Background: an optimization exercise with open tools, aiming at small area. Do not read the settings as production practice. Where RTL was checked, it was by simulation tests only, not by an equivalence proof against the original. No functional check of the RTL was part of runs 2 and 3. No driver is modelled on the clock port, so clocking that relies on it looks cheaper here than on a real chip. No activity file was given, so power comes from the tool's default toggle rates.

`flow/flow/run.sh`:
```
#!/bin/bash
# The standard layout (standard.sh, standard synthesis unchanged) with
# these changes: ports are buffered with buf_1 instead of a delay buffer;
# synthesis buffers are removed at floorplan and placement rebuffers as needed;
# the clock tree is built from clkbuf_16 in large clusters without dummy
# loads; after CTS, gates off the critical paths are downsized (post_cts.tcl).
set -euo pipefail
CTS="-sink_clustering_enable -repair_clock_nets -dont_use_dummy_load"
CTS="$CTS -sink_clustering_size 30 -sink_clustering_max_diameter 100"
CTS="$CTS -buf_list sky130_fd_sc_hd__clkbuf_16"
bash standard.sh finish \
  "BUFFER_PORTS_ARGS=-buffer_cell sky130_fd_sc_hd__buf_1" \
  "CTS_ARGS=$CTS" REMOVE_ABC_BUFFERS=1 \
  "POST_CTS_TCL=$PWD/flow/post_cts.tcl" > standard.log 2>&1
```
`flow/flow/post_cts.tcl`:
```
# After CTS: downsize gates on paths with slack to spare, then fix any
# slew or capacitance this leaves, and legalize the placement again.
estimate_parasitics -placement
repair_timing -recover_power 100 -verbose
repair_design -verbose -cap_margin 20 -slew_margin 20
detailed_placement
check_placement -verbose
```
`flow/standard.sh`:
```
#!/bin/bash
# synth_recipe.tcl (not shown) runs the flow's synth.tcl, then flattens the netlist and writes it again
# the make line also repeats each setting of config.mk as NAME=value (left out here)
make -C /OpenROAD-flow-scripts/flow DESIGN_CONFIG=/design/flow/config.mk WORK_HOME=/design/flow/orfs CLKGATE_MAP_FILE= SYNTH_SCRIPT=/design/flow/synth_recipe.tcl "${@:-finish}"
```
`flow/config.mk`:
```
export PLATFORM = sky130hd
export DESIGN_NAME = cpu_top
export DESIGN_NICKNAME = cpu_top
export VERILOG_FILES = /design/flow/design.v
export SDC_FILE = /design/flow/constraint.sdc
export NUM_CORES = 4
export LEC_CHECK = 0
export CAP_MARGIN = 20
export CORE_MARGIN = 2
export CORE_UTILIZATION = 65
export PLACE_DENSITY = 0.75
export SLEW_MARGIN = 20
export SYNTH_HIERARCHICAL = 1
```
`flow/constraint.sdc`:
```
create_clock -name core_clock -period 5.0 [get_ports {clk}]
set_input_delay 1.0000 -clock core_clock [delete_from_list [all_inputs] [get_ports {clk}]]
set_output_delay 1.0000 -clock core_clock [all_outputs]
set_load 0.01 [all_outputs]
```
`flow/design.v`:
```
package cpu_pkg;
  typedef logic [15:0] data_t;
  typedef logic [2:0]  reg_idx_t;
  typedef logic [4:0]  pc_t;
  localparam logic [1:0] FN_LT  = 2'b00;
  localparam logic [1:0] FN_AND = 2'b01;
  localparam logic [1:0] FN_XOR = 2'b10;
  localparam logic [1:0] FN_OR  = 2'b11;
endpackage
`timescale 1ns/1ps
module alu (
  input  logic [1:0]      fn,
  input  cpu_pkg::data_t  a,
  input  cpu_pkg::data_t  b,
  output cpu_pkg::data_t  result
);
  cpu_pkg::data_t  x;    
  cpu_pkg::data_t  h;    
  logic            lt;
  assign x = a & b;
  assign h = a ^ b;
  always_comb
  begin
    lt = 1'b0;
    for (int i = 0; i < 16; i++)
      lt = h[i] ? b[i] : lt;
  end
  always_comb
  begin
    result = (x & {16{fn[0]}}) | (h & {16{fn[1]}});
    if (fn == cpu_pkg::FN_LT)
      result[0] = lt;
  end
endmodule
`timescale 1ns/1ps
module reg_dec (
  input  cpu_pkg::reg_idx_t  idx,
  input  logic [7:0]         mask,
  output logic [7:0]         sel
);
  always_comb
  begin
    for (int i = 0; i < 8; i++)
      sel[i] = (idx == 3'(i)) & mask[i];
  end
endmodule
module reg_rd (
  input  logic [7:0]         sel,
  input  logic [7:0][15:0]   regs,
  output cpu_pkg::data_t     q
);
  for (genvar b = 0; b < 16; b++)
  begin : g_bit
    logic [2:0]  t;
    aoi3 u_aoi0 (.s(sel[2:0]), .d({regs[2][b], regs[1][b], regs[0][b]}), .y(t[0]));
    aoi3 u_aoi1 (.s(sel[5:3]), .d({regs[5][b], regs[4][b], regs[3][b]}), .y(t[1]));
    assign t[2] = ~|(sel[7:6] & {regs[7][b], regs[6][b]});
    assign q[b] = ~&t;
  end
endmodule
module reg_bank (
  input  logic               clk,
  input  logic               reset,
  input  logic               we,
  input  cpu_pkg::reg_idx_t  rd,
  input  cpu_pkg::reg_idx_t  ra,
  input  cpu_pkg::reg_idx_t  rb,
  input  cpu_pkg::data_t     alu_result,
  input  cpu_pkg::data_t     p0,
  input  cpu_pkg::data_t     p1,
  input  logic [1:0]         p_sel,
  output cpu_pkg::data_t     rd_a,
  output cpu_pkg::data_t     rd_b,
  output cpu_pkg::data_t     p0_out,
  output cpu_pkg::data_t     p1_out
);
  logic [7:0][15:0]  regs;
  logic [7:0]        written;    
  logic [7:0]        wsel;
  logic [7:0]        sel_a;
  logic [7:0]        sel_b;
  assign written[1:0] = 2'b11;
  reg_dec u_dec_w (.idx(rd), .mask({8{we}}), .sel(wsel));
  reg_dec u_dec_a (.idx(ra), .mask(written), .sel(sel_a));
  reg_dec u_dec_b (.idx(rb), .mask(written), .sel(sel_b));
  always_ff @(posedge clk or posedge reset)
  begin
    if (reset)
    begin
      regs[0] <= '0;
      regs[1] <= '0;
    end
    else
    begin
      if (wsel[0])
        regs[0] <= p_sel[0] ? alu_result : p0;
      if (wsel[1])
        regs[1] <= p_sel[1] ? alu_result : p1;
    end
  end
  always_ff @(posedge clk or posedge reset)
  begin
    if (reset)
      written[7:2] <= '0;
    else
      written[7:2] <= written[7:2] | wsel[7:2];
  end
  always_ff @(posedge clk)
  begin
    for (int i = 2; i < 8; i++)
      if (wsel[i])
        regs[i] <= alu_result;
  end
  reg_rd u_rd_a (.sel(sel_a), .regs(regs), .q(rd_a));
  reg_rd u_rd_b (.sel(sel_b), .regs(regs), .q(rd_b));
  assign p0_out = regs[0];
  assign p1_out = regs[1];
endmodule
`timescale 1ns/1ps
module run_sequencer (
  input  logic  clk,
  input  logic  reset,
  input  logic  run,
  input  logic  last,
  output logic  fetch,
  output logic  exec,
  output logic  busy,
  output logic  done
);
  always_ff @(posedge clk or posedge reset)
  begin
    if (reset)
    begin
      fetch <= 1'b0;
      exec  <= 1'b0;
      done  <= 1'b0;
    end
    else
    begin
      fetch <= fetch ? !last : run;
      exec  <= fetch;
      done  <= exec & !fetch;    
    end
  end
  assign busy = fetch | exec;
endmodule
`timescale 1ns/1ps
package stage_seq;
  function automatic logic [4:0] step(input logic [4:0] s);
    step = {s[3:0], s[4] ^ s[2] ^ (s[3:0] == 4'd0)};
  endfunction
  function automatic logic [4:0] back(input logic [4:0] s);
    back = {s[0] ^ s[3] ^ (s[4:1] == 4'd0), s[4:1]};
  endfunction
endpackage
module word_dec (
  input  cpu_pkg::pc_t  addr,
  output logic [31:0]   sel
);
  logic [4:0]  st;
  always_comb
  begin
    st = '0;
    for (int j = 0; j < 32; j++)
    begin
      sel[j] = (addr == st);
      st     = stage_seq::step(st);
    end
  end
endmodule
module program_counter (
  input  logic          clk,
  input  logic          reset,
  input  logic          load_valid,
  input  logic          fetch,
  output logic [31:0]   rsel,
  output logic          last
);
  cpu_pkg::pc_t  top;    
  cpu_pkg::pc_t  pc;     
  localparam cpu_pkg::pc_t  STAGE_M1 = 5'b10000;    
  assign last = (pc == '0);
  always_ff @(posedge clk or posedge reset)
  begin
    if (reset)
      top <= STAGE_M1;
    else if (load_valid)
      top <= stage_seq::step(top);
  end
  always_ff @(posedge clk or posedge reset)
  begin
    if (reset)
      pc <= STAGE_M1;
    else
      pc <= fetch ? stage_seq::back(pc) : top;
  end
  word_dec u_rdec (.addr(pc), .sel(rsel));
endmodule
`timescale 1ns/1ps
module instr_enc (
  input  logic [31:0]  instr,
  output logic [10:0]  code
);
  logic [3:0]         op;
  logic [1:0]         fn;
  cpu_pkg::reg_idx_t  ra;
  cpu_pkg::reg_idx_t  rb;
  cpu_pkg::reg_idx_t  xa;
  cpu_pkg::reg_idx_t  xb;
  assign op = instr[31:28];
  assign ra = instr[24:22];
  assign rb = instr[21:19];
  always_comb
  begin
    xa = ra;
    xb = ra;
    fn = cpu_pkg::FN_LT;
    case (op)
      4'd3: begin fn = cpu_pkg::FN_AND; xb = rb; end   
      4'd4: begin fn = cpu_pkg::FN_OR;  xb = rb; end   
      4'd5: begin fn = cpu_pkg::FN_XOR; xb = rb; end   
      4'd6: begin fn = cpu_pkg::FN_LT;  xa = rb; end   
      4'd7: begin fn = cpu_pkg::FN_LT;  xb = rb; end   
      4'd9: begin fn = cpu_pkg::FN_AND;          end   
      default: ;                                       
    endcase
  end
  assign code = {fn, instr[27:25], xa, xb};
endmodule
module aoi3 (
  input  logic [2:0]  s,
  input  logic [2:0]  d,
  output logic        y
);
  assign y = ~|(s & d);
endmodule
module mem_rd_bit (
  input  logic [31:0]  sel,
  input  logic [31:0]  d,
  output logic         q
);
  logic [10:0]  t;    
  for (genvar g = 0; g < 10; g++)
  begin : g_aoi
    aoi3 u_aoi (.s(sel[3*g +: 3]), .d(d[3*g +: 3]), .y(t[g]));
  end
  assign t[10] = ~|(sel[31:30] & d[31:30]);
  assign q     = ~&t;
endmodule
module mem_rd (
  input  logic [31:0]        sel,
  input  logic [31:0][10:0]  mem,
  output logic [10:0]        q
);
  for (genvar b = 0; b < 11; b++)
  begin : g_bit
    logic [31:0]  col;
    for (genvar i = 0; i < 32; i++)
    begin : g_col
      assign col[i] = mem[i][b];
    end
    mem_rd_bit u_bit (.sel(sel), .d(col), .q(q[b]));
  end
endmodule
module program_mem (
  input  logic               clk,
  input  logic [31:0]        load_instr,
  input  logic               load_valid,
  input  logic [31:0]        rsel,
  output logic [10:0]        instr
);
  logic [31:0][10:0]  mem;
  logic [10:0]        code;
  instr_enc u_enc (.instr(load_instr), .code(code));
  always_ff @(posedge clk)
  begin
    if (load_valid)
      mem <= {mem[30:0], code};
  end
  logic [10:0]  rd_word;
  mem_rd u_rd (.sel(rsel), .mem(mem), .q(rd_word));
  always_ff @(posedge clk)
    instr <= rd_word;
endmodule
`timescale 1ns/1ps
module cpu_top (
  input  logic                clk,
  input  logic                reset,
  input  logic [32:0]         load,     
  input  logic                run,
  input  logic [15:0]         p0,
  input  logic [15:0]         p1,
  input  logic [1:0]          p_sel,
  output logic                busy,
  output logic                done,
  output logic [15:0]         p0_out,
  output logic [15:0]         p1_out
);
  logic            fetch;
  logic            exec;
  logic            last;
  logic [31:0]     rsel;
  logic [10:0]     instr;    
  cpu_pkg::data_t  rd_a;
  cpu_pkg::data_t  rd_b;
  cpu_pkg::data_t  alu_result;
  run_sequencer u_seq (
    .clk   (clk),
    .reset (reset),
    .run   (run),
    .last  (last),
    .fetch (fetch),
    .exec  (exec),
    .busy  (busy),
    .done  (done)
  );
  program_counter u_pc (
    .clk        (clk),
    .reset      (reset),
    .load_valid (load[32]),
    .fetch      (fetch),
    .rsel       (rsel),
    .last       (last)
  );
  program_mem u_mem (
    .clk        (clk),
    .load_instr (load[31:0]),
    .load_valid (load[32]),
    .rsel       (rsel),
    .instr      (instr)
  );
  reg_bank u_regs (
    .clk        (clk),
    .reset      (reset),
    .we         (exec),
    .rd         (instr[8:6]),
    .ra         (instr[5:3]),
    .rb         (instr[2:0]),
    .alu_result (alu_result),
    .p0         (p0),
    .p1         (p1),
    .p_sel      (p_sel),
    .rd_a       (rd_a),
    .rd_b       (rd_b),
    .p0_out     (p0_out),
    .p1_out     (p1_out)
  );
  alu u_alu (
    .fn     (instr[10:9]),
    .a      (rd_a),
    .b      (rd_b),
    .result (alu_result)
  );
endmodule
```
==> flow_summary.yaml, run 1 <==
setup_path:
  worstSetupPathType: "reg2reg"
  crit_arrival_ps: 4580
  cp_max_fo: 16
  required_ps: 5480
  critPathCaptureType: "flop"
  critPathLaunchType: "flop"
route:
  drt_drc_violations_left: 0
  final_antenna_net_count: 0
  wl_um: 45710
  drtIter0Drc: 2432
  vias_per_cell: 7.473
  drtPass1Iterations: 10
  vias: 12000
  avgRoutedWirePerCell_um: 28.46
timing:
  hold_viol_final: 0
  rsz0062_at_grt: "no"
  finalSetupViolCount: 0
  worstMarginPinSlew_ps: 1170
  finalCritPeriodShare_pct: 82.05
  finalCriticalPeriod_ps: 4103
  clock-skew-final_ps: 24.25
  timing.fmax_mhz: 243.7
  relSlewSlack_pct: 21.69
  timing.final.ws_setup_ps: 897.3
  final_max_slew_viol_count: 0
  whs_ps: 295.8
  setup_tns_ps: 0
finish:
  drive_gt1_share_pct: 8.760
  multi_input_area_um2: 4632
  n_fill_cell: 2022
  finalNonFillerCells: 1606
  post-route-cell-area_um2: 21140
  syn_to_final_growth_pct: 4.768
  register_area_um2: 14950
  antennaDiodeCount: 0
  final_util_pct: 69.12
  nNetsFinal: 1299
clock_network:
  cts_sinks: 510
  cts_tree: "built"
  clk_latency_ps: 550
  cts.clk_slew.worst_paths_ps: 110
yosys:
  synth_area_um2: 20180
  ys_seq_area_share_pct: 74.09
  async_reset_ff_share_pct: 10.00
  syn_avg_cell_area_um2: 17.58
  synth-edff-count: 448
  ys_warn_count: 14
  synth_cell_type_count: 62
  ys.flop_type: "edfxtp_1"
  netlist_instances: 1148
  synth-seq-cells: 510
pwr:
  p_leak_nw: 7.097
  ir_drop_mv: 0.5529
  total_power_mw: 12.64
  powerDensity_nw_per_um2: 597.6
global_routing:
  grt_pass1_wl_um: 68920
  grt_use_total_pct: 27.76
  grt_pass1_vias: 11610
  grt_overflow: 0
  grt_max_degree: 105
  antenna_found_initial: 0
run:
  maxCapViolCount: 0
floorplan:
  die_h_um: 180.2
  ios: 104
  rows: 64
  die_area_um2: 32470
  start_util_pct: 65.97
  die_x_um: 180.2
  coreArea_um2: 30590
placement:
  dp_slack_ps: 1692
  gp_congestion: 0.9074
  port_buffers: 84
  dp_cells: 1579
  hpwl_um: 28710
  placed_area_um2: 20640
min_path:
  hold_class: "in2async"
status:
  outcome: "finished clean"
[placed cells by master, fill, tap and decap left out, drive strengths merged, types with 4 or more instances in the layout]
cell type  instances
o21ai              5
and4b              9
or4               11
a22o              25
nand3             33
dfxtp             11
ha                17
inv               10
a22oi             32
conb               4
nand2             23
dfrtp             49
a21oi             34
a222oi           174
and4bb             9
edfxtp           448
mux2              12
nand4             22
nand2b             5
mux2i             34
nor2              68
buf               98
nand3b             5
clkbuf            22
or2                8
nor3               6
[worst max-delay path: stages, from the launching register on]
cell	delay, ps
dfxtp_1	460
and4bb_1	990
a222oi_1	220
nand3_1	170
ha_1	270
or3_1	410
a2111oi_0	360
a221oi_1	250
o22ai_1	560
mux2i_1	150
a21oi_1	190
[final cells by class]
type / count / area share, %
Sequential cell: 510 / 70.72
Tap cell: 396 / 2.343
Multi-Input combinational cell: 570 / 21.91
Timing Repair Buffer: 100 / 2.485
Inverter: 10 / 0.1775
Clock buffer: 20 / 2.367
[registers in the layout, summed over array words and instances (netlist names)]
signal          cells
u_regs.regs       128
u_pc.pc             5
u_mem.instr        11
u_seq.exec          1
u_pc.top            5
u_regs.written      6
u_seq.fetch         1
u_seq.done          1
u_mem.mem         352
[modules after synthesis (local to each module, per instance), excerpt]
module	flip-flops and latches	area, um2	copies in the design	cells inside
aoi3	0	10.01	174	1
program_mem	363	10790	1	363
reg_dec	0	96.34	3	8
alu	0	620.6	1	72
reg_rd	0	299.0	2	36
word_dec	0	221.5	1	47
mem_rd_bit	0	36.28	11	5
program_counter	10	436.7	1	35
reg_bank	134	4810	1	280
[final timing paths]
kind / from / to / slack [ps] / cells past startpoint
setup reg to reg: u_mem.instr[4] / u_regs.regs[0] / 900 / 10
hold / removal: reset / u_seq.done / 300 / 2
hold reg to reg: u_mem.mem[199] / u_mem.mem[210] / 450 / 0
min in group core_clock: u_mem.mem[199] / u_mem.mem[210] / 450 / 0
max in group asynchronous: reset / u_regs.regs[23] / 3960 / 4
setup / recovery: u_mem.instr[4] / u_regs.regs[0] / 900 / 10
[cells by family (layout without fill, tap and decap cells)]
kind of cell / count (synthesis) / in the layout / synth area share (%)
buffers and inverters: 71 / 130 / 2.585
muxes: 46 / 46 / 2.356
AOI/OAI and AO/OA: 286 / 286 / 13.25
DFF: 510 / 510 / 74.09
adders and majority gates: 17 / 17 / 1.054
other: 1 / 4 / 0.01858
and+or+nand+nor: 217 / 217 / 6.646
[cells in the mapped netlist, types with 3 or more instances]
cell / n / area, um2
buf_4: 35 / 262.8
clkbuf_1: 5 / 18.77
o31ai_1: 3 / 22.52
ha_1: 17 / 212.7
nand4_1: 22 / 137.6
or2_2: 7 / 43.79
edfxtp_1: 448 / 13450
nor2_1: 68 / 255.2
a21oi_1: 33 / 165.2
o21ai_0: 4 / 20.02
and4bb_2: 9 / 112.6
buf_2: 6 / 30.03
nand2b_1: 4 / 25.02
a22oi_2: 20 / 250.2
dfrtp_1: 49 / 1226
and4_2: 3 / 30.03
dfxtp_1: 11 / 220.2
or3b_4: 3 / 33.78
nor4b_2: 3 / 45.04
nor3_1: 4 / 20.02
a222oi_1: 174 / 1742
and4b_2: 9 / 101.4
nand3b_1: 5 / 37.54
nand3_1: 33 / 165.2
a22o_1: 24 / 210.2
inv_1: 9 / 33.78
mux2i_1: 34 / 340.3
nand2_1: 23 / 86.33
or4_4: 11 / 123.9
mux2_2: 12 / 135.1
a22oi_1: 12 / 90.09
buf_6: 8 / 90.09
[where the power goes]
part | leakage (nW) | switching (mW) | internal (mW)
registers | 4.99 | 0.619 | 5.77
logic | 1.86 | 2.81 | 1.54
clock network | 0.246 | 1.16 | 0.727
[layer usage]
layer | part of all wire (%) | vias to the layer above | routed length, um | track usage [%]
li1 | - | 5108 | - | -
met1 | 40 | 5970 | 18130 | 41.09
met2 | 45 | 819 | 20400 | 41.08
met3 | 13 | 102 | 5941 | 8.044
met4 | 2.6 | 2 | 1199 | 7.355
met5 | 0.098 | - | 45 | 1.037
==> run 2, diff against run 1 <==
--- a/flow/design.v
+++ b/flow/design.v
@@ -195,5 +195,5 @@
       pc <= fetch ? stage_seq::back(pc) : top;
   end
-  word_dec u_rdec (.addr(pc), .sel(rsel));
+  word_dec u_rdec (.addr(top), .sel(rsel));
 endmodule
 `timescale 1ns/1ps
@@ -267,4 +267,5 @@
   input  logic [31:0]        load_instr,
   input  logic               load_valid,
+  input  logic               fetch,
   input  logic [31:0]        rsel,
   output logic [10:0]        instr
@@ -272,14 +273,13 @@
   logic [31:0][10:0]  mem;
   logic [10:0]        code;
+  logic [10:0]        rd_word;
   instr_enc u_enc (.instr(load_instr), .code(code));
+  mem_rd u_rd (.sel(rsel), .mem(mem), .q(rd_word));
   always_ff @(posedge clk)
   begin
-    if (load_valid)
-      mem <= {mem[30:0], code};
+    if (load_valid || fetch)
+      mem <= {mem[30:0], fetch ? rd_word : code};
   end
-  logic [10:0]  rd_word;
-  mem_rd u_rd (.sel(rsel), .mem(mem), .q(rd_word));
-  always_ff @(posedge clk)
-    instr <= rd_word;
+  assign instr = mem[0];
 endmodule
 `timescale 1ns/1ps
@@ -327,4 +327,5 @@
     .load_instr (load[31:0]),
     .load_valid (load[32]),
+    .fetch      (fetch),
     .rsel       (rsel),
     .instr      (instr)
==> flow_summary.yaml, run 2 <==
floorplan:
  rows: 64
  die_h_um: 180.4
  die_x_um: 180.4
  start_util_pct: 66.10
  ios: 104
  die_area_um2: 32530
  coreArea_um2: 30590
timing:
  rsz0062_at_grt: "no"
  setup_tns_ps: 0
  clock-skew-final_ps: 26.80
  timing.fmax_mhz: 247.8
  finalSetupViolCount: 0
  finalCriticalPeriod_ps: 4035
  final_max_slew_viol_count: 0
  hold_viol_final: 0
  finalCritPeriodShare_pct: 80.71
  worstMarginPinSlew_ps: 1142
  relSlewSlack_pct: 23.59
yosys:
  synth_most_common_cell: "edfxtp_1"
  netlist_instances: 1161
  synth_top_family_by_area: "compound AO/OA/AOI/OAI gates"
  muxShareOfSynthArea_pct: 3.131
  yosys-top-cells-area: "edfxtp_1 (67%), a222oi_1 (8.6%), dfrtp_1 (6.1%), buf_4 (1.7%), mux2i_1 (1.7%)"
  syn_avg_cell_area_um2: 17.41
  synth_top_cells_by_count: "edfxtp_1 (448), a222oi_1 (174), nor2_1 (68)"
  ys_seq_area_share_pct: 72.86
  synth_top_cell_by_area: "edfxtp_1"
  synth-seq-cells: 499
  ys.flop_type: "edfxtp_1"
  async_reset_ff_share_pct: 10.22
  yosys.area_share.simple_pct: 6.665
  synth.top_cell.area_share_pct: 66.54
  synth_area_um2: 20220
  synthXorXnorAreaFrac_pct: 0
  synth_fa_ha_area_share_pct: 1.052
  ys_warn_count: 14
  synth-edff-count: 448
  synth_cell_type_count: 62
  synth_compound_area_share_pct: 13.22
route:
  final_antenna_net_count: 0
  vias: 11980
  avgRoutedWirePerCell_um: 27.31
  drtPass1Iterations: 6
  vias_per_cell: 7.460
  wl_um: 43860
  drt_drc_violations_left: 0
  drtIter0Drc: 2314
setup_path:
  crit_chain: "and4b_1, a222oi_1, nand3_1, ha_1, nor3_1, a2111oi_4, a221oi_1, o22ai_1, mux2i_1, a21oi_1"
  critPathMaxStageDelay_ps: 570
  r2r-start: "u_mem.mem[3]"
  rr_worst_depth: 10
  cp_max_fo: 16
  cpMaxStageDelayCell: "and4b_1"
  r2r-end: "u_regs.regs[16]"
  rrSetupSlack_ps: 960
  required_ps: 5410
  critPathCaptureType: "flop"
  worstSetupPathType: "reg2reg"
  crit_family: "compound AO/OA/AOI/OAI gates"
  critPathLaunchType: "flop"
  cp.depth: 10
  cp_num_buf_inv: 0
  crit_arrival_ps: 4440
pwr:
  p_int_mw: 9.939
  p_sw_mw: 5.266
  pwr-share-comb_pct: 29.9
  clock_power_share_pct: 12.4
  p_seq_share_pct: 57.7
  p_leak_nw: 7.486
  ir_drop_mv: 0.4113
  swShare_pct: 34.63
  powerDensity_nw_per_um2: 719.5
finish:
  top_register: "u_mem.mem"
  n_fill_cell: 2036
  drive_gt1_share_pct: 10.50
  post-route-cell-area_um2: 21130
  final_common_cell: "edfxtp_1"
  largest_reg_flops: 352
  reg_top3: "u_mem.mem: 352 flops, u_regs.regs: 128 flops, u_regs.written: 6 flops"
  antennaDiodeCount: 0
  layout_common_cells: "edfxtp_1 (448), a222oi_1 (174), buf_1 (83)"
  nNetsFinal: 1299
  final_util_pct: 69.09
  finalNonFillerCells: 1606
  syn_to_final_growth_pct: 4.524
global_routing:
  grt_overflow: 0
  antenna_found_initial: 0
  grt_use_total_pct: 26.23
  grt_pass1_vias: 11710
  grt_pass1_wl_um: 66250
  grt_max_degree: 64
placement:
  port_buffers: 84
  placed_area_um2: 20630
  dp_cells: 1584
  hpwl_um: 28150
  gp_congestion: 0.8838
min_path:
  hold_class: "in2async"
status:
  outcome: "finished clean"
clock_network:
  clk_latency_ps: 540
  cts_sinks: 499
  cts_tree: "built"
  cts.clk_slew.worst_paths_ps: 110
run:
  maxCapViolCount: 0
run 2: area by class of cell:
type | count | area [um2] | share of cell area [%]
clock buffer | 20 | 500.5 | 2.368
inverter | 10 | 37.54 | 0.1776
multi-input combinational | 582 | 4853 | 22.97
sequential | 499 | 14730 | 69.71
tap | 396 | 495.5 | 2.345
timing repair buffer | 99 | 514.2 | 2.433
run 2: worst reg2reg max path: stages (launching register included):
cell	delay, ps
edfxtp_1	560
and4b_1	580
a222oi_1	540
nand3_1	130
ha_1	370
nor3_1	500
a2111oi_4	140
a221oi_1	430
o22ai_1	340
mux2i_1	230
a21oi_1	80
run 2: how the worst max path moves through the flow:
stage	slack (ps)	to	start
after floorplan	-4360	u_mem.mem[0]	load[32]
after global placement	1630	u_regs.regs[16]	u_mem.mem[1]
after detailed placement	1550	u_regs.regs[16]	u_mem.mem[3]
after global routing	710	u_regs.regs[16]	u_mem.mem[3]
final	960	u_regs.regs[16]	u_mem.mem[3]
run 2: power groups by stage:
stage	combinational, mW	clock (mW)	sequential [mW]
6_report	4.55	1.88	8.77
3_5_place_dp	4.64	0	8.78
3_3_place_gp	4.50	0	8.69
5_1_grt	4.94	2.03	8.98
2_1_floorplan	3.23	0	8.47
run 2: routing by layer:
metal / GRT usage, % / share of wire, % / up-vias
li1: - / - / 5113
met1: 41.20 / 41 / 6019
met2: 38.82 / 45 / 768
met3: 3.618 / 11 / 80
met4: 8.129 / 2.9 / 0
met5: 0 / 0 / -
run 2: modules after synthesis, one instance, submodules excluded, a selection:
| module | area, um2 | flip-flops and latches |
|---|---|---|
| instr_enc | 168.9 | 0 |
| aoi3 | 10.01 | 0 |
| reg_dec | 96.34 | 0 |
| program_counter | 436.7 | 10 |
| program_mem | 10830 | 352 |
| run_sequencer | 105.1 | 3 |
| mem_rd_bit | 36.28 | 0 |
run 2: cell families after synthesis:
logic type | after synthesis
flip-flops | 499
AO/OA/AOI/OAI | 286
AND/OR/NAND/NOR | 218
buffers and inverters | 83
multiplexers | 57
adder cells (fa/ha/maj) | 17
other | 1
run 2: stage by stage:
step / hold WS [ps] / worst slack, ps / power [mW]
final: 319.8 / 964.7 / 15.20
after global routing: 335.6 / 707.2 / 15.95
after detailed placement: 432.5 / 1549 / 13.42
after global placement: 428.4 / 1629 / 13.19
after floorplan: 425.2 / -4356 / 11.71
==> run 3, diff against run 2 <==
--- a/flow/design.v
+++ b/flow/design.v
@@ -156,4 +156,5 @@
 module word_dec (
   input  cpu_pkg::pc_t  addr,
+  input  logic          en,
   output logic [31:0]   sel
 );
@@ -164,5 +165,5 @@
     for (int j = 0; j < 32; j++)
     begin
-      sel[j] = (addr == st);
+      sel[j] = en & (addr == st);
       st     = stage_seq::step(st);
     end
@@ -195,5 +196,5 @@
       pc <= fetch ? stage_seq::back(pc) : top;
   end
-  word_dec u_rdec (.addr(top), .sel(rsel));
+  word_dec u_rdec (.addr(top), .en(fetch), .sel(rsel));
 endmodule
 `timescale 1ns/1ps
@@ -236,19 +237,20 @@
 endmodule
 module mem_rd_bit (
-  input  logic [31:0]  sel,
-  input  logic [31:0]  d,
+  input  logic [32:0]  sel,
+  input  logic [32:0]  d,
   output logic         q
 );
   logic [10:0]  t;    
-  for (genvar g = 0; g < 10; g++)
+  for (genvar g = 0; g < 11; g++)
   begin : g_aoi
     aoi3 u_aoi (.s(sel[3*g +: 3]), .d(d[3*g +: 3]), .y(t[g]));
   end
-  assign t[10] = ~|(sel[31:30] & d[31:30]);
-  assign q     = ~&t;
+  assign q = ~&t;
 endmodule
 module mem_rd (
   input  logic [31:0]        sel,
   input  logic [31:0][10:0]  mem,
+  input  logic               load_valid,
+  input  logic [10:0]        code,
   output logic [10:0]        q
 );
@@ -260,5 +262,5 @@
       assign col[i] = mem[i][b];
     end
-    mem_rd_bit u_bit (.sel(sel), .d(col), .q(q[b]));
+    mem_rd_bit u_bit (.sel({load_valid, sel}), .d({code[b], col}), .q(q[b]));
   end
 endmodule
@@ -273,11 +275,11 @@
   logic [31:0][10:0]  mem;
   logic [10:0]        code;
-  logic [10:0]        rd_word;
+  logic [10:0]        shift_in;
   instr_enc u_enc (.instr(load_instr), .code(code));
-  mem_rd u_rd (.sel(rsel), .mem(mem), .q(rd_word));
+  mem_rd u_rd (.sel(rsel), .mem(mem), .load_valid(load_valid), .code(code), .q(shift_in));
   always_ff @(posedge clk)
   begin
     if (load_valid || fetch)
-      mem <= {mem[30:0], fetch ? rd_word : code};
+      mem <= {mem[30:0], shift_in};
   end
   assign instr = mem[0];
==> flow_summary.yaml, run 3 <==
finish:
  drive_gt1_share_pct: 8.500
  finalNonFillerCells: 1596
  top_register: "u_mem.mem"
  syn_to_final_growth_pct: 4.459
  n_fill_cell: 2022
  nNetsFinal: 1289
  final_common_cell: "edfxtp_1"
  largest_reg_flops: 352
  layout_common_cells: "edfxtp_1 (448), a222oi_1 (185), buf_1 (84)"
  reg_top3: "u_mem.mem: 352 flops, u_regs.regs: 128 flops, u_regs.written: 6 flops"
  antennaDiodeCount: 0
setup_path:
  worstSetupPathType: "reg2reg"
  crit_arrival_ps: 4300
  critPathLaunchType: "flop"
  r2r-start: "u_mem.mem[0]"
  rr_worst_depth: 10
  cp_max_fo: 16
  critPathCaptureType: "flop"
  r2r-end: "u_regs.regs[16]"
  required_ps: 5390
  rrSetupSlack_ps: 1090
timing:
  finalCritPeriodShare_pct: 78.27
  hold_viol_final: 0
  whs_ps: 366.6
  finalCriticalPeriod_ps: 3914
  relSlewSlack_pct: 19.66
  finalSetupViolCount: 0
  final_max_slew_viol_count: 0
  timing.fmax_mhz: 255.5
  worstMarginPinSlew_ps: 1205
  rsz0062_at_grt: "no"
  clock-skew-final_ps: 67.63
global_routing:
  grt_pass1_wl_um: 66810
  grt_overflow: 0
  antenna_found_initial: 0
  grt_max_degree: 95
  grt_pass1_vias: 11480
  grt_use_total_pct: 26.59
floorplan:
  die_area_um2: 32240
  rows: 64
  die_x_um: 179.6
  die_h_um: 179.6
  coreArea_um2: 30510
  start_util_pct: 65.67
  ios: 104
yosys:
  ys_seq_area_share_pct: 73.53
  netlist_instances: 1149
  synth_area_um2: 20030
  syn_avg_cell_area_um2: 17.44
  synth_top_cells_by_count: "edfxtp_1 (448), a222oi_1 (185), nor2_1 (68)"
  synth_top_cell_by_area: "edfxtp_1"
  yosys-top-cells-area: "edfxtp_1 (67%), a222oi_1 (9.2%), dfrtp_1 (6.1%), buf_4 (1.7%), mux2i_1 (1.7%)"
  synth-seq-cells: 499
  synth-edff-count: 448
  ys.flop_type: "edfxtp_1"
  async_reset_ff_share_pct: 10.22
  synth_most_common_cell: "edfxtp_1"
  ys_warn_count: 14
  synth.top_cell.area_share_pct: 67.15
  synth_cell_type_count: 62
pwr:
  total_power_mw: 15.51
  clock_power_share_pct: 12.1
  swShare_pct: 35.20
  p_seq_share_pct: 58.4
  pwr-share-comb_pct: 29.4
  powerDensity_nw_per_um2: 741.1
  ir_drop_mv: 0.5243
  p_int_mw: 10.05
  p_leak_nw: 7.200
  p_sw_mw: 5.459
placement:
  dp_cells: 1575
  port_buffers: 84
  gp_congestion: 0.8711
  hpwl_um: 28730
clock_network:
  cts_sinks: 499
  clk_latency_ps: 570
  cts_tree: "built"
  cts.clk_slew.worst_paths_ps: 110
route:
  avgRoutedWirePerCell_um: 27.51
  drtPass1Iterations: 9
  final_antenna_net_count: 0
  vias_per_cell: 7.296
  vias: 11640
  wl_um: 43910
  drtIter0Drc: 2176
  drt_drc_violations_left: 0
min_path:
  hold_class: "in2async"
status:
  outcome: "finished clean"
run:
  maxCapViolCount: 0
==> run 3: changes by cell type after synthesis, moves of 3 or more <==
cell,delta
nand4bb_1,+3
nand3_1,+10
or4_4,-11
a22o_1,-11
or3b_4,-3
nand4b_1,+3
nand2_1,-11
mux2_4,-9
or3_1,+10
nand3b_1,-3
a222oi_1,+11
==> run 3: per-module statistics from Yosys, one instance, submodules excluded, excerpt <==
module | cell area (um2) | cells inside | flip-flops and latches | times used
reg_dec | 96.34 | 8 | 0 | 3
alu | 620.6 | 72 | 0 | 1
program_counter | 436.7 | 35 | 10 | 1
reg_bank | 4810 | 280 | 134 | 1
program_mem | 10660 | 364 | 352 | 1
reg_rd | 299.0 | 36 | 0 | 2
aoi3 | 10.01 | 1 | 0 | 185
mem_rd_bit | 23.77 | 4 | 0 | 11
instr_enc | 168.9 | 18 | 0 | 1
==> run 3: worst max path at each step <==
stage / startpoint / end / slack [ps] / depth (start not counted)
finish: u_mem.mem[0] / u_regs.regs[16] / 1090 / 10
global placement: u_mem.mem[0] / u_regs.regs[16] / 1600 / 10
floorplan: load[32] / u_mem.mem[0] / -4360 / 1
detailed placement: u_mem.mem[0] / u_regs.regs[16] / 1490 / 10
global route: u_mem.mem[0] / u_regs.regs[16] / 880 / 10
==> run 3: per-layer routing <==
layer,vias to the layer above,track usage [%],wire length [um],part of all wire [%]
li1,5094,-,-,-
met5,-,0,0,0
met3,73,3.302,3589,8.2
met1,5896,37.21,17310,39
met4,0,6.667,1090,2.5
met2,581,45.16,21910,50
==> run 3: area by class of cell <==
class | instances | area [um2] | share of cell area, %
Clock buffer | 20 | 500.5 | 2.391
Inverter | 10 | 37.54 | 0.1794
Multi-Input combinational cell | 571 | 4692 | 22.42
Sequential cell | 499 | 14730 | 70.39
Tap cell | 396 | 495.5 | 2.368
Timing Repair Buffer | 100 | 470.5 | 2.248
==> run 3: critical path: stages, from the launching register on <==
cell	delay, ps
edfxtp_1	550
and4b_1	570
a222oi_1	480
nand3_1	160
ha_1	350
mux2i_1	400
a2111oi_4	130
a221oi_1	470
o22ai_1	330
mux2i_1	210
a21oi_1	80
==> run 3: cells by family after synthesis <==
| kind of cell | after synthesis | share of synthesized area [%] |
|---|---|---|
| adders and majority gates | 17 | 1.062 |
| other | 1 | 0.01872 |
| DFF | 499 | 73.53 |
| AOI/OAI and AO/OA | 286 | 13.41 |
| buffers and inverters | 82 | 3.016 |
| muxes | 46 | 2.373 |
| and+or+nand+nor | 218 | 6.582 |
==> run 3: through the flow <==
step / instance area (um2) / utilization [%] / setup TNS (ps) / setup slack, ps
floorplan: 19480 / - / -1533460 / -4356
global placement: 20440 / 66.99 / 0 / 1598
detailed placement: 20440 / 66.99 / 0 / 1491
global route: 20930 / 68.59 / 0 / 879.6
finish: 20930 / 68.59 / 0 / 1086
==> run 3: power groups by stage <==
stage / combinational, mW / clock, mW / sequential [mW]
floorplan: 3.18 / 0 / 8.71
global placement: 4.43 / 0 / 8.90
detailed placement: 4.57 / 0 / 9.09
global route: 4.98 / 2.05 / 9.29
finish: 4.56 / 1.88 / 9.06
==> run 4, diff against run 3 <==
--- a/flow/design.v
+++ b/flow/design.v
@@ -84,17 +84,22 @@
   reg_dec u_dec_a (.idx(ra), .mask(written), .sel(sel_a));
   reg_dec u_dec_b (.idx(rb), .mask(written), .sel(sel_b));
-  always_ff @(posedge clk or posedge reset)
-  begin
-    if (reset)
-    begin
-      regs[0] <= '0;
-      regs[1] <= '0;
+  logic [1:0][2:0]   psel;    
+  logic [1:0][15:0]  pword;
+  logic [1:0][15:0]  pnext_n;
+  assign pword[0] = p0;
+  assign pword[1] = p1;
+  for (genvar r = 0; r < 2; r++)
+  begin : g_port
+    assign psel[r] = {!wsel[r], wsel[r] & !p_sel[r], wsel[r] & p_sel[r]};
+    for (genvar b = 0; b < 16; b++)
+    begin : g_bit
+      aoi3 u_aoi (.s(psel[r]), .d({regs[r][b], pword[r][b], alu_result[b]}), .y(pnext_n[r][b]));
     end
-    else
+    always_ff @(posedge clk or posedge reset)
     begin
-      if (wsel[0])
-        regs[0] <= p_sel[0] ? alu_result : p0;
-      if (wsel[1])
-        regs[1] <= p_sel[1] ? alu_result : p1;
+      if (reset)
+        regs[r] <= '0;
+      else
+        regs[r] <= ~pnext_n[r];
     end
   end
--- a/flow/flow/run.sh
+++ b/flow/flow/run.sh
@@ -7,6 +7,6 @@
 set -euo pipefail
 CTS="-sink_clustering_enable -repair_clock_nets -dont_use_dummy_load"
-CTS="$CTS -sink_clustering_size 30 -sink_clustering_max_diameter 100"
-CTS="$CTS -buf_list sky130_fd_sc_hd__clkbuf_16"
+CTS="$CTS -sink_clustering_size 16 -sink_clustering_max_diameter 60"
+CTS="$CTS -buf_list sky130_fd_sc_hd__clkbuf_8"
 bash standard.sh finish \
   "BUFFER_PORTS_ARGS=-buffer_cell sky130_fd_sc_hd__buf_1" \
==> flow_summary.yaml, run 4 <==
yosys:
  synth-edff-count: 448
  synth_fa_ha_area_share_pct: 1.073
  synth-seq-cells: 499
  muxShareOfSynthArea_pct: 0.7826
  ys.flop_type: "edfxtp_1"
  ys_seq_area_share_pct: 74.31
  synth_top_cells_by_count: "edfxtp_1 (448), a222oi_1 (217), dfrtp_1 (49)"
  yosys-top-cells-area: "edfxtp_1 (68%), a222oi_1 (11%), dfrtp_1 (6.2%), buf_4 (1.7%), a22oi_2 (1.3%)"
  synthXorXnorAreaFrac_pct: 0
  synth_compound_area_share_pct: 14.37
  synth_top_cell_by_area: "edfxtp_1"
  synth.top_cell.area_share_pct: 67.86
  syn_avg_cell_area_um2: 17.81
  yosys.area_share.simple_pct: 6.211
  synth_top_family_by_area: "compound AO/OA/AOI/OAI gates"
  synth_area_um2: 19820
  synth_most_common_cell: "edfxtp_1"
  netlist_instances: 1113
  synth_cell_type_count: 63
  async_reset_ff_share_pct: 10.22
  ys_warn_count: 14
route:
  drtIter0Drc: 2194
  vias_per_cell: 7.475
  wl_um: 43550
  drt_drc_violations_left: 0
  vias: 11800
  drtPass1Iterations: 10
  final_antenna_net_count: 0
  avgRoutedWirePerCell_um: 27.60
setup_path:
  cpMostUsedCell: "a222oi_1"
  crit_chain: "and4bb_1, a222oi_1, nand3_1, ha_1, nor3_1, a2111oi_4, a221oi_1, o22ai_1, a222oi_1, inv_1"
  r2r-end: "u_regs.regs[0]"
  crit_family: "compound AO/OA/AOI/OAI gates"
  rr_worst_depth: 10
  critPathCaptureType: "flop"
  rrSetupSlack_ps: 790
  cpMaxStageDelayCell: "and4bb_1"
  cp_max_fo: 16
  critPathLaunchType: "flop"
  worstSetupPathType: "reg2reg"
  cp_num_buf_inv: 1
  crit_arrival_ps: 4650
  r2r-start: "u_mem.mem[5]"
  required_ps: 5440
  critPathMaxStageDelay_ps: 930
timing:
  timing.final.ws_setup_ps: 786.8
  finalCriticalPeriod_ps: 4213
  hold_viol_final: 0
  clock-skew-final_ps: 51.53
  rsz0062_at_grt: "no"
  finalCritPeriodShare_pct: 84.26
  relSlewSlack_pct: 23.32
  worstMarginPinSlew_ps: 1146
  timing.fmax_mhz: 237.3
  final_max_slew_viol_count: 0
  setup_tns_ps: 0
  finalSetupViolCount: 0
floorplan:
  die_h_um: 178.6
  start_util_pct: 66.36
  die_x_um: 178.6
  coreArea_um2: 29870
  die_area_um2: 31910
  ios: 104
  rows: 63
finish:
  drive_gt1_share_pct: 9.680
  top_register: "u_mem.mem"
  nNetsFinal: 1277
  syn_to_final_growth_pct: 5.062
  final_common_cell: "edfxtp_1"
  n_fill_cell: 1980
  reg_top3: "u_mem.mem: 352 flops, u_regs.regs: 128 flops, u_regs.written: 6 flops"
  final_util_pct: 69.72
  antennaDiodeCount: 0
  largest_reg_flops: 352
  layout_common_cells: "edfxtp_1 (448), a222oi_1 (217), buf_1 (84)"
pwr:
  p_leak_nw: 7.298
  powerDensity_nw_per_um2: 728.4
  total_power_mw: 15.17
  ir_drop_mv: 0.3989
global_routing:
  grt_max_degree: 65
  antenna_found_initial: 0
  grt_pass1_wl_um: 65620
  grt_pass1_vias: 11580
  grt_overflow: 0
  grt_use_total_pct: 27.51
placement:
  gp_congestion: 0.8935
  dp_slack_ps: 1438
  hpwl_um: 28930
  port_buffers: 84
run:
  maxCapViolCount: 0
clock_network:
  clk_latency_ps: 570
  cts_tree: "built"
  cts.clk_slew.worst_paths_ps: 100
  cts_sinks: 499
status:
  outcome: "finished clean"
min_path:
  hold_class: "in2async"
-- run 4: cell count changes in the layout (fill, tap and decap cells not counted), sizes merged --
cell,previous run,this run
and2b,0,2
and2,0,2
a222oi,185,217
clkbuf,23,39
buf,97,95
nor2,68,36
mux2i,34,2
a21oi,34,2
inv,10,44
-- run 4: modules after synthesis (local to each module, per instance), a selection --
| module | copies in the design | cell area [um2] | flip-flops and latches |
|---|---|---|---|
| reg_dec | 3 | 96.34 | 0 |
| reg_bank | 1 | 4279 | 134 |
| run_sequencer | 1 | 105.1 | 3 |
| alu | 1 | 620.6 | 0 |
| reg_rd | 2 | 299.0 | 0 |
| program_mem | 1 | 10660 | 352 |
| mem_rd_bit | 11 | 23.77 | 0 |
| aoi3 | 217 | 10.01 | 0 |
| program_counter | 1 | 436.7 | 10 |
-- run 4: metal layers --
layer | global-route usage [%] | routed length [um] | part of all wire, % | vias up
met5 | 0 | 0 | 0 | -
met4 | 10.64 | 1509 | 3.5 | 0
met3 | 4.412 | 4066 | 9.3 | 122
met2 | 45.42 | 21010 | 48 | 733
met1 | 37.22 | 16970 | 39 | 5876
li1 | - | - | - | 5065
-- run 4: final cells by class --
cell class / instances / area [um2] / share of cell area, %
multi-input combinational: 511 / 4432 / 21.28
tap: 390 / 488.0 / 2.343
timing repair buffer: 97 / 501.7 / 2.409
inverter: 44 / 165.2 / 0.7930
sequential: 499 / 14730 / 70.73
clock buffer: 37 / 509.2 / 2.445
-- run 4: metrics by stage --
stage,hold slack (ps),cell area (um2),std cells
final,332.2,20830,1578
after global routing,336.3,20830,1578
after detailed placement,431.6,20310,1539
after global placement,428.6,20310,1539
after floorplan,425.2,19360,1054
-- run 4: cell families after synthesis --
family / Yosys count
adders and majority gates: 17
DFF: 499
other: 1
and+or+nand+nor: 190
buffers and inverters: 106
muxes: 14
AOI/OAI and AO/OA: 286
-- run 4: how the worst max path moves through the flow --
| stage | from | to | slack [ps] | cells after the start |
|---|---|---|---|---|
| detailed placement | u_mem.mem[4] | u_regs.regs[0] | 1440 | 10 |
| global placement | u_mem.mem[0] | u_regs.regs[16] | 1520 | 10 |
| floorplan | load[32] | u_mem.mem[0] | -4360 | 1 |
| finish | u_mem.mem[5] | u_regs.regs[0] | 790 | 10 |
| global route | u_mem.mem[4] | u_regs.regs[0] | 650 | 10 |
-- run 4: worst register-to-register path, stage by stage (launching register included) --
cell and delay (ps):
edfxtp_1 550, and4bb_1 930, a222oi_1 240, nand3_1 160
ha_1 280, nor3_1 430, a2111oi_4 130, a221oi_1 510
o22ai_1 390, a222oi_1 410, inv_1 80
-- run 4: power by group --
part / switching, mW / total, mW / leakage [nW] / internal [mW]
clock network: 1.17 / 1.84 / 0.266 / 0.668
logic: 2.76 / 4.35 / 1.82 / 1.58
registers: 1.38 / 8.98 / 5.22 / 7.60
==> run 5, diff against run 4 <==
--- a/flow/flow/run.sh
+++ b/flow/flow/run.sh
@@ -7,6 +7,6 @@
 set -euo pipefail
 CTS="-sink_clustering_enable -repair_clock_nets -dont_use_dummy_load"
-CTS="$CTS -sink_clustering_size 16 -sink_clustering_max_diameter 60"
-CTS="$CTS -buf_list sky130_fd_sc_hd__clkbuf_8"
+CTS="$CTS -sink_clustering_size 30 -sink_clustering_max_diameter 100"
+CTS="$CTS -buf_list sky130_fd_sc_hd__clkbuf_16"
 bash standard.sh finish \
   "BUFFER_PORTS_ARGS=-buffer_cell sky130_fd_sc_hd__buf_1" \
--- a/flow/config.mk
+++ b/flow/config.mk
@@ -6,8 +6,8 @@
 export NUM_CORES = 4
 export LEC_CHECK = 0
-export CAP_MARGIN = 20
+export CAP_MARGIN = 5
 export CORE_MARGIN = 2
 export CORE_UTILIZATION = 65
 export PLACE_DENSITY = 0.75
-export SLEW_MARGIN = 20
+export SLEW_MARGIN = 5
 export SYNTH_HIERARCHICAL = 1
==> flow_summary.yaml, run 5 <==
setup_path:
  critPathLaunchType: "flop"
  critPathMaxStageDelay_ps: 940
  crit_chain: "and4bb_1, a222oi_1, nand3_1, inv_1, ha_1, mux2i_1, a2111oi_4, a221oi_1, o22ai_1, a222oi_1, inv_1"
  rr_worst_depth: 11
  r2r-start: "u_mem.mem[5]"
  required_ps: 5430
  worstSetupPathType: "reg2reg"
  r2r-end: "u_regs.regs[0]"
  critPathCaptureType: "flop"
  cp_max_fo: 16
  cpMaxStageDelayCell: "and4bb_1"
  rrSetupSlack_ps: 870
  crit_arrival_ps: 4560
yosys:
  ys_warn_count: 14
  synth_most_common_cell: "edfxtp_1"
  synth.top_cell.area_share_pct: 67.86
  yosys-top-cells-area: "edfxtp_1 (68%), a222oi_1 (11%), dfrtp_1 (6.2%), buf_4 (1.7%), a22oi_2 (1.3%)"
  ys_seq_area_share_pct: 74.31
  async_reset_ff_share_pct: 10.22
  synth_cell_type_count: 63
  synth-seq-cells: 499
  synth_area_um2: 19820
  ys.flop_type: "edfxtp_1"
  synth_top_cells_by_count: "edfxtp_1 (448), a222oi_1 (217), dfrtp_1 (49)"
  syn_avg_cell_area_um2: 17.81
  netlist_instances: 1113
  synth-edff-count: 448
  synth_top_cell_by_area: "edfxtp_1"
route:
  drtPass1Iterations: 12
  drt_drc_violations_left: 0
  wl_um: 43320
  final_antenna_net_count: 0
  vias_per_cell: 7.507
  avgRoutedWirePerCell_um: 27.75
  drtIter0Drc: 2200
  vias: 11720
clock_network:
  clk_latency_ps: 550
  cts.clk_slew.worst_paths_ps: 110
  cts_tree: "built"
  cts_sinks: 499
finish:
  reg_top3: "u_mem.mem: 352 flops, u_regs.regs: 128 flops, u_regs.written: 6 flops"
  largest_reg_flops: 352
  top_register: "u_mem.mem"
  layout_common_cells: "edfxtp_1 (448), a222oi_1 (217), buf_1 (84)"
  nNetsFinal: 1260
  final_common_cell: "edfxtp_1"
  drive_gt1_share_pct: 8.454
  finalNonFillerCells: 1561
  final_util_pct: 69.70
  antennaDiodeCount: 0
  syn_to_final_growth_pct: 5.043
pwr:
  p_leak_nw: 7.280
  p_seq_share_pct: 59.1
  p_sw_mw: 5.298
  swShare_pct: 34.83
  p_int_mw: 9.911
  powerDensity_nw_per_um2: 730.3
  pwr-share-comb_pct: 28.6
  ir_drop_mv: 0.3846
  clock_power_share_pct: 12.3
global_routing:
  grt_pass1_wl_um: 65300
  grt_use_total_pct: 27.32
  grt_overflow: 0
  antenna_found_initial: 1
  grt_max_degree: 65
  grt_pass1_vias: 11370
floorplan:
  die_area_um2: 31910
  coreArea_um2: 29870
  die_h_um: 178.6
  rows: 63
  die_x_um: 178.6
  ios: 104
  start_util_pct: 66.36
status:
  outcome: "finished clean"
timing:
  clock-skew-final_ps: 33.59
  timing.fmax_mhz: 242.4
  timing.final.ws_setup_ps: 874.7
  finalCriticalPeriod_ps: 4125
  relSlewSlack_pct: 24.69
  rsz0062_at_grt: "no"
  finalSetupViolCount: 0
  finalCritPeriodShare_pct: 82.51
  final_max_slew_viol_count: 0
  hold_viol_final: 0
  worstMarginPinSlew_ps: 1130
placement:
  port_buffers: 84
  dp_slack_ps: 1438
  dp_cells: 1539
  hpwl_um: 28930
  gp_congestion: 0.8935
min_path:
  hold_class: "in2async"
run:
  maxCapViolCount: 0
==> run 5: cell count changes in the layout (fill, tap and decap cells not counted) <==
cell       delta
nor3_2        +1
clkbuf_8     -37
clkbuf_16    +20
nor3_1        -1
==> run 5: area by class of cell <==
| cell class | count | area, um2 |
|---|---|---|
| clock buffers | 20 | 500.5 |
| fillers | 1963 | 9051 |
| inverters | 44 | 165.2 |
| multi-input cells | 511 | 4437 |
| flip-flops and latches | 499 | 14730 |
| well taps | 390 | 488.0 |
| repair buffers | 97 | 501.7 |
==> run 5: logic make-up after synthesis <==
group / share of synthesized area, %
AOI/OAI and AO/OA: 14.36
adders and majority gates: 1.073
buffers and inverters: 3.238
DFF: 74.31
muxes: 0.7826
other: 0.01892
and+or+nand+nor: 6.211
==> run 5: metal layers <==
layer / routed length [um] / vias to the layer above / track usage [%]
met3: 3889 / 101 / 3.495
met2: 21280 / 720 / 46.22
met5: 0 / - / 0
met1: 16750 / 5851 / 37.25
met4: 1397 / 0 / 9.045
li1: - / 5046 / -
==> run 5: power by group through the flow <==
stage | Sequential [mW] | Combinational [mW] | Clock, mW
5_1_grt | 9.20 | 4.72 | 2.02
3_3_place_gp | 8.83 | 4.22 | 0
6_report | 8.98 | 4.36 | 1.87
2_1_floorplan | 8.62 | 3.01 | 0
3_5_place_dp | 9.01 | 4.33 | 0
==> run 5: worst max-delay path: cells and delay by family (launching register included) <==
kind                       cells  cell delay, ps
AOI/OAI and AO/OA              5            1720
adders and majority gates      1             240
buffers and inverters          2             140
DFF                            1             560
muxes                          1             230
and+or+nand+nor                2            1130
==> run 5: how the worst max path moves through the flow <==
stage	startpoint	end	slack, ps	cells after the start
floorplan	load[32]	u_mem.mem[0]	-4360	1
global route	u_mem.mem[4]	u_regs.regs[0]	700	10
finish	u_mem.mem[5]	u_regs.regs[0]	870	11
detailed placement	u_mem.mem[4]	u_regs.regs[0]	1440	10
global placement	u_mem.mem[0]	u_regs.regs[16]	1520	10
==> run 5: stage by stage <==
step / hold WS (ps) / TNS [ps] / area [um2] / total power, mW
after floorplan: 425.2 / -1533460 / 19360 / 11.63
after global placement: 428.6 / 0 / 20310 / 13.06
after detailed placement: 431.6 / 0 / 20310 / 13.34
after global routing: 330.9 / 0 / 20820 / 15.94
final: 309.1 / 0 / 20820 / 15.21
==> run 5: Yosys stat by module (local to each module, per instance), excerpt <==
module	flops+latches	copies in the design
mem_rd_bit	0	11
aoi3	0	217
program_mem	352	1
program_counter	10	1
reg_bank	134	1
word_dec	0	1
run_sequencer	3	1
alu	0	1
instr_enc	0	1
reg_rd	0	2
reg_dec	0	3
==> run 6, diff against run 5 <==
--- a/flow/config.mk
+++ b/flow/config.mk
@@ -6,8 +6,9 @@
 export NUM_CORES = 4
 export LEC_CHECK = 0
-export CAP_MARGIN = 5
+export CAP_MARGIN = 20
 export CORE_MARGIN = 2
 export CORE_UTILIZATION = 65
+export GPL_TIMING_DRIVEN = 0
 export PLACE_DENSITY = 0.75
-export SLEW_MARGIN = 5
+export SLEW_MARGIN = 20
 export SYNTH_HIERARCHICAL = 1
==> flow_summary.yaml, run 6 <==
timing:
  finalCritPeriodShare_pct: 83.21
  hold_viol_final: 0
  worstMarginPinSlew_ps: 1109
  timing.fmax_mhz: 240.3
  setup_tns_ps: 0
  timing.final.ws_setup_ps: 839.3
  finalSetupViolCount: 0
  relSlewSlack_pct: 26.04
  final_max_slew_viol_count: 0
  rsz0062_at_grt: "no"
  clock-skew-final_ps: 52.62
  finalCriticalPeriod_ps: 4161
yosys:
  synth.top_cell.area_share_pct: 67.86
  synth_cell_type_count: 63
  synth-seq-cells: 499
  synth_top_cells_by_count: "edfxtp_1 (448), a222oi_1 (217), dfrtp_1 (49)"
  syn_avg_cell_area_um2: 17.81
  ys.flop_type: "edfxtp_1"
  synth_area_um2: 19820
  ys_warn_count: 14
  ys_seq_area_share_pct: 74.31
  yosys-top-cells-area: "edfxtp_1 (68%), a222oi_1 (11%), dfrtp_1 (6.2%), buf_4 (1.7%), a22oi_2 (1.3%)"
  synth_most_common_cell: "edfxtp_1"
  synth_top_cell_by_area: "edfxtp_1"
  async_reset_ff_share_pct: 10.22
  netlist_instances: 1113
  synth-edff-count: 448
setup_path:
  cp_num_buf_inv: 1
  crit_chain: "and4b_1, a222oi_1, nand3_1, ha_1, a211oi_1, o21ai_0, a221oi_1, o22ai_1, a222oi_1, inv_1"
  cp_max_fo: 16
  rr_worst_depth: 10
  r2r-end: "u_regs.regs[16]"
  rrSetupSlack_ps: 840
  critPathLaunchType: "flop"
  crit_arrival_ps: 4570
  worstSetupPathType: "reg2reg"
  critPathCaptureType: "flop"
  r2r-start: "u_mem.mem[2]"
  crit_family: "compound AO/OA/AOI/OAI gates"
  cpMostUsedCell: "a222oi_1"
  cpMaxStageDelayCell: "and4b_1"
  required_ps: 5410
  critPathMaxStageDelay_ps: 900
min_path:
  hold_class: "in2async"
run:
  maxCapViolCount: 0
global_routing:
  grt_pass1_wl_um: 65120
  antenna_found_initial: 0
  grt_use_total_pct: 27.32
  grt_overflow: 0
  grt_pass1_vias: 11270
  grt_max_degree: 60
finish:
  nNetsFinal: 1257
  drive_gt1_share_pct: 8.305
  n_fill_cell: 1958
  top_register: "u_mem.mem"
  final_util_pct: 69.78
  largest_reg_flops: 352
  syn_to_final_growth_pct: 5.156
  antennaDiodeCount: 0
  final_common_cell: "edfxtp_1"
  layout_common_cells: "edfxtp_1 (448), a222oi_1 (217), buf_1 (83)"
  register_area_um2: 14730
  multi_input_area_um2: 4453
  reg_top3: "u_mem.mem: 352 flops, u_regs.regs: 128 flops, u_regs.written: 6 flops"
route:
  wl_met2_um: 21830
  final_antenna_net_count: 0
  met3_wirelength_um: 3792
  wl_met1_um: 17010
  drtPass1Iterations: 8
  vias_per_cell: 7.586
  vias: 11820
  drt_drc_violations_left: 0
  maxUsedRoutingLayer: "met4"
  wl_um: 43750
  drtIter0Drc: 2383
  avgRoutedWirePerCell_um: 28.08
floorplan:
  coreArea_um2: 29870
  ios: 104
  die_x_um: 178.6
  start_util_pct: 66.36
  rows: 63
  die_area_um2: 31910
  die_h_um: 178.6
pwr:
  powerDensity_nw_per_um2: 731.6
  p_leak_nw: 7.287
  ir_drop_mv: 0.3767
placement:
  hpwl_um: 29440
  gp_congestion: 0.8934
  dp_slack_ps: 668.2
  port_buffers: 84
clock_network:
  cts_tree: "built"
  clk_latency_ps: 550
  cts_sinks: 499
  cts.clk_slew.worst_paths_ps: 110
status:
  outcome: "finished clean"
-- run 6: cell counts after synthesis --
Identical to the previous run, type by type.
-- run 6: cell families (layout without fill, tap and decap cells) --
family          Yosys count  count (layout)  share of synthesized area, %
buf+inv                 106             158                         3.238
simple gates            190             190                         6.211
fa+ha+maj                17              17                         1.073
other cells               1               4                       0.01892
mux                      14              14                        0.7826
compound gates          286             286                         14.36
flops                   499             499                         74.31
-- run 6: per-module statistics from Yosys, one instance, submodules excluded, a selection --
module,flops+latches,area [um2],copies in the design,cells inside
reg_rd,0,299.0,2,36
mem_rd_bit,0,23.77,11,4
program_counter,10,436.7,1,35
run_sequencer,3,105.1,1,8
reg_dec,0,96.34,3,8
instr_enc,0,168.9,1,18
aoi3,0,10.01,217,1
reg_bank,134,4279,1,212
word_dec,0,234.0,1,47
program_mem,352,10660,1,364
alu,0,620.6,1,72
-- run 6: worst max path at each step --
stage,start,end,slack [ps],cells after the start
3_5_place_dp,load[32],u_mem.mem[318],670,7
6_report,u_mem.mem[2],u_regs.regs[16],840,10
3_3_place_gp,load[32],u_mem.mem[340],-7740,2
5_1_grt,u_mem.mem[2],u_regs.regs[0],740,10
2_1_floorplan,load[32],u_mem.mem[0],-4360,1
-- run 6: area by class of cell --
cell class              count  area share, %
flip-flops and latches    499          70.67
multi-input cells         511          21.36
inverters                  44         0.7923
well taps                 390          2.341
clock buffers              20          2.401
repair buffers             94          2.437
-- run 6: routing by layer --
metal | GRT usage, % | vias up
li1 | - | 5054
met1 | 37.34 | 6001
met2 | 46.70 | 680
met3 | 3.367 | 84
met4 | 7.995 | 0
met5 | 0 | -
-- run 6: report_power, final --
group          switching (mW)  internal [mW]
Combinational            2.79           1.60
Sequential               1.39           7.60
Clock                    1.15          0.725
-- run 6: stage by stage --
stage	area [um2]	power [mW]	hold WS, ps	instances
floorplan	19360	11.63	425.2	1054
finish	20850	15.25	323.0	1558
global route	20850	15.97	347.0	1558
detailed placement	20390	13.40	431.6	1537
global placement	20160	13.20	428.1	1528
==> run 7, diff against run 6 <==
--- a/flow/config.mk
+++ b/flow/config.mk
@@ -9,5 +9,4 @@
 export CORE_MARGIN = 2
 export CORE_UTILIZATION = 65
-export GPL_TIMING_DRIVEN = 0
 export PLACE_DENSITY = 0.75
 export SLEW_MARGIN = 20
==> flow_summary.yaml, run 7 <==
run:
  maxCapViolCount: 0
clock_network:
  clk_latency_ps: 550
  cts_tree: "built"
  cts.clk_slew.worst_paths_ps: 110
  cts_sinks: 499
global_routing:
  grt_use_total_pct: 27.32
  grt_pass1_wl_um: 65300
  grt_overflow: 0
  grt_pass1_vias: 11370
  antenna_found_initial: 1
  grt_max_degree: 65
finish:
  drive_gt1_share_pct: 8.454
  syn_to_final_growth_pct: 5.043
  top_register: "u_mem.mem"
  antennaDiodeCount: 0
  layout_common_cells: "edfxtp_1 (448), a222oi_1 (217), buf_1 (84)"
  reg_top3: "u_mem.mem: 352 flops, u_regs.regs: 128 flops, u_regs.written: 6 flops"
  nNetsFinal: 1260
  final_util_pct: 69.70
  n_fill_cell: 1963
  largest_reg_flops: 352
  final_common_cell: "edfxtp_1"
yosys:
  netlist_instances: 1113
  synth_top_cell_by_area: "edfxtp_1"
  synth-edff-count: 448
  ys_seq_area_share_pct: 74.31
  synth.top_cell.area_share_pct: 67.86
  synth_most_common_cell: "edfxtp_1"
  synth_top_cells_by_count: "edfxtp_1 (448), a222oi_1 (217), dfrtp_1 (49)"
  async_reset_ff_share_pct: 10.22
  ys.flop_type: "edfxtp_1"
  synth-seq-cells: 499
  synth_cell_type_count: 63
  yosys-top-cells-area: "edfxtp_1 (68%), a222oi_1 (11%), dfrtp_1 (6.2%), buf_4 (1.7%), a22oi_2 (1.3%)"
  ys_warn_count: 14
  syn_avg_cell_area_um2: 17.81
  synth_area_um2: 19820
pwr:
  clock_power_share_pct: 12.3
  ir_drop_mv: 0.3846
  powerDensity_nw_per_um2: 730.3
  p_sw_mw: 5.298
  p_leak_nw: 7.280
  p_int_mw: 9.911
  pwr-share-comb_pct: 28.6
  p_seq_share_pct: 59.1
  swShare_pct: 34.83
setup_path:
  rr_worst_depth: 11
  crit_arrival_ps: 4560
  rrSetupSlack_ps: 870
  required_ps: 5430
  r2r-end: "u_regs.regs[0]"
  critPathLaunchType: "flop"
  worstSetupPathType: "reg2reg"
  cp_max_fo: 16
  critPathCaptureType: "flop"
  r2r-start: "u_mem.mem[5]"
route:
  avgRoutedWirePerCell_um: 27.75
  vias: 11720
  drt_drc_violations_left: 0
  wl_um: 43320
  vias_per_cell: 7.507
  drtPass1Iterations: 12
  final_antenna_net_count: 0
  drtIter0Drc: 2200
floorplan:
  die_area_um2: 31910
  ios: 104
  die_h_um: 178.6
  coreArea_um2: 29870
  start_util_pct: 66.36
  rows: 63
  die_x_um: 178.6
placement:
  gp_congestion: 0.8935
  port_buffers: 84
  hpwl_um: 28930
  dp_slack_ps: 1438
timing:
  worstMarginPinSlew_ps: 1130
  final_max_slew_viol_count: 0
  clock-skew-final_ps: 33.59
  hold_viol_final: 0
  finalCritPeriodShare_pct: 82.51
  relSlewSlack_pct: 24.69
  rsz0062_at_grt: "no"
  finalCriticalPeriod_ps: 4125
  finalSetupViolCount: 0
  timing.fmax_mhz: 242.4
  timing.final.ws_setup_ps: 874.7
min_path:
  hold_class: "in2async"
status:
  outcome: "finished clean"
run 7: cell counts after synthesis:
Identical to the previous run, type by type.
run 7: final cells by class:
cell class              count  area, um2  area share (%)
inverters                  44      165.2          0.7931
repair buffers             97      501.7           2.409
clock buffers              20      500.5           2.403
flip-flops and latches    499      14730           70.74
well taps                 390      488.0           2.343
multi-input cells         511       4437           21.31
run 7: metrics by stage:
| stage | TNS (ps) | hold slack, ps | cells | cell area (um2) | total power [mW] |
|---|---|---|---|---|---|
| 2_1_floorplan | -1533460 | 425.2 | 1054 | 19360 | 11.63 |
| 3_3_place_gp | 0 | 428.6 | 1539 | 20310 | 13.06 |
| 3_5_place_dp | 0 | 431.6 | 1539 | 20310 | 13.34 |
| 5_1_grt | 0 | 330.9 | 1561 | 20820 | 15.94 |
| 6_report | 0 | 309.1 | 1561 | 20820 | 15.21 |
run 7: worst max-delay path by stage:
stage                             from              end  slack, ps
after detailed placement  u_mem.mem[4]   u_regs.regs[0]       1440
after floorplan               load[32]     u_mem.mem[0]      -4360
after global placement    u_mem.mem[0]  u_regs.regs[16]       1520
final                     u_mem.mem[5]   u_regs.regs[0]        870
after global routing      u_mem.mem[4]   u_regs.regs[0]        700
run 7: metal layers:
layer,track usage [%],wire [um]
met1,37.25,16750
met2,46.22,21280
met3,3.495,3889
met5,0,0
met4,9.045,1397
run 7: cells by family after synthesis:
group | synth area share [%]
flip-flops | 74.31
AO/OA/AOI/OAI | 14.36
buffers and inverters | 3.238
adder cells (fa/ha/maj) | 1.073
AND/OR/NAND/NOR | 6.211
other | 0.01892
multiplexers | 0.7826
run 7: worst max-delay path, cell delays in order, from the launching register on:
cell,delay (ps)
edfxtp_1,560
and4bb_1,940
a222oi_1,290
nand3_1,190
inv_1,60
ha_1,240
mux2i_1,230
a2111oi_4,110
a221oi_1,520
o22ai_1,400
a222oi_1,400
inv_1,80
run 7: per-module statistics from Yosys (local to each module, per instance), a selection:
| module | cells inside | times used |
|---|---|---|
| aoi3 | 1 | 217 |
| run_sequencer | 8 | 1 |
| reg_rd | 36 | 2 |
| word_dec | 47 | 1 |
| reg_bank | 212 | 1 |
| reg_dec | 8 | 3 |
| mem_rd_bit | 4 | 11 |
| alu | 72 | 1 |
| program_mem | 364 | 1 |
run 7: power by group through the flow:
| stage | sequential [mW] | clock [mW] | combinational [mW] |
|---|---|---|---|
| floorplan | 8.62 | 0 | 3.01 |
| global placement | 8.83 | 0 | 4.22 |
| detailed placement | 9.01 | 0 | 4.33 |
| global route | 9.20 | 2.02 | 4.72 |
| finish | 8.98 | 1.87 | 4.36 |

==> re-timing with driven ports <==
The results above use ideal ports. As a check the final layouts listed here were re-extracted and re-timed, cells and wires unchanged.
Step 1 sets driving cells, clkbuf_16 on the clock port and buf_2 on the other inputs (assumed; they add their load-dependent delay and slew).
Step 2 moves the port delays by t, midway between the first and last clock arrival at a register: inputs arrive t later, outputs are due t later. That takes back most of the time a late clock gives input paths.
a / b / c = no drivers / after step 1 / after step 2; a / b = the first two.
run	t, ns	setup WS [ns]	clock arrival spread, ns	worst register clock-pin slew, ns
run 1	0.591	0.897 / 0.897 / 0.897	0.030 / 0.030	0.11 / 0.11
run 2	0.589	0.965 / 0.965 / 0.965	0.042 / 0.043	0.11 / 0.11
run 3	0.586	1.086 / 1.086 / 1.086	0.068 / 0.068	0.12 / 0.12
run 4	0.591	0.787 / 0.787 / 0.787	0.056 / 0.055	0.10 / 0.10
run 5	0.582	0.875 / 0.875 / 0.875	0.034 / 0.034	0.12 / 0.12
run 6	0.576	0.839 / 0.839 / 0.761	0.062 / 0.061	0.12 / 0.12
run 7	0.582	0.875 / 0.875 / 0.875	0.034 / 0.034	0.12 / 0.12
After both steps every run listed still meets setup and hold. The setup slack of run 6, which loses most, moves by 0.000 ns with the drivers and by -0.078 ns with both steps.
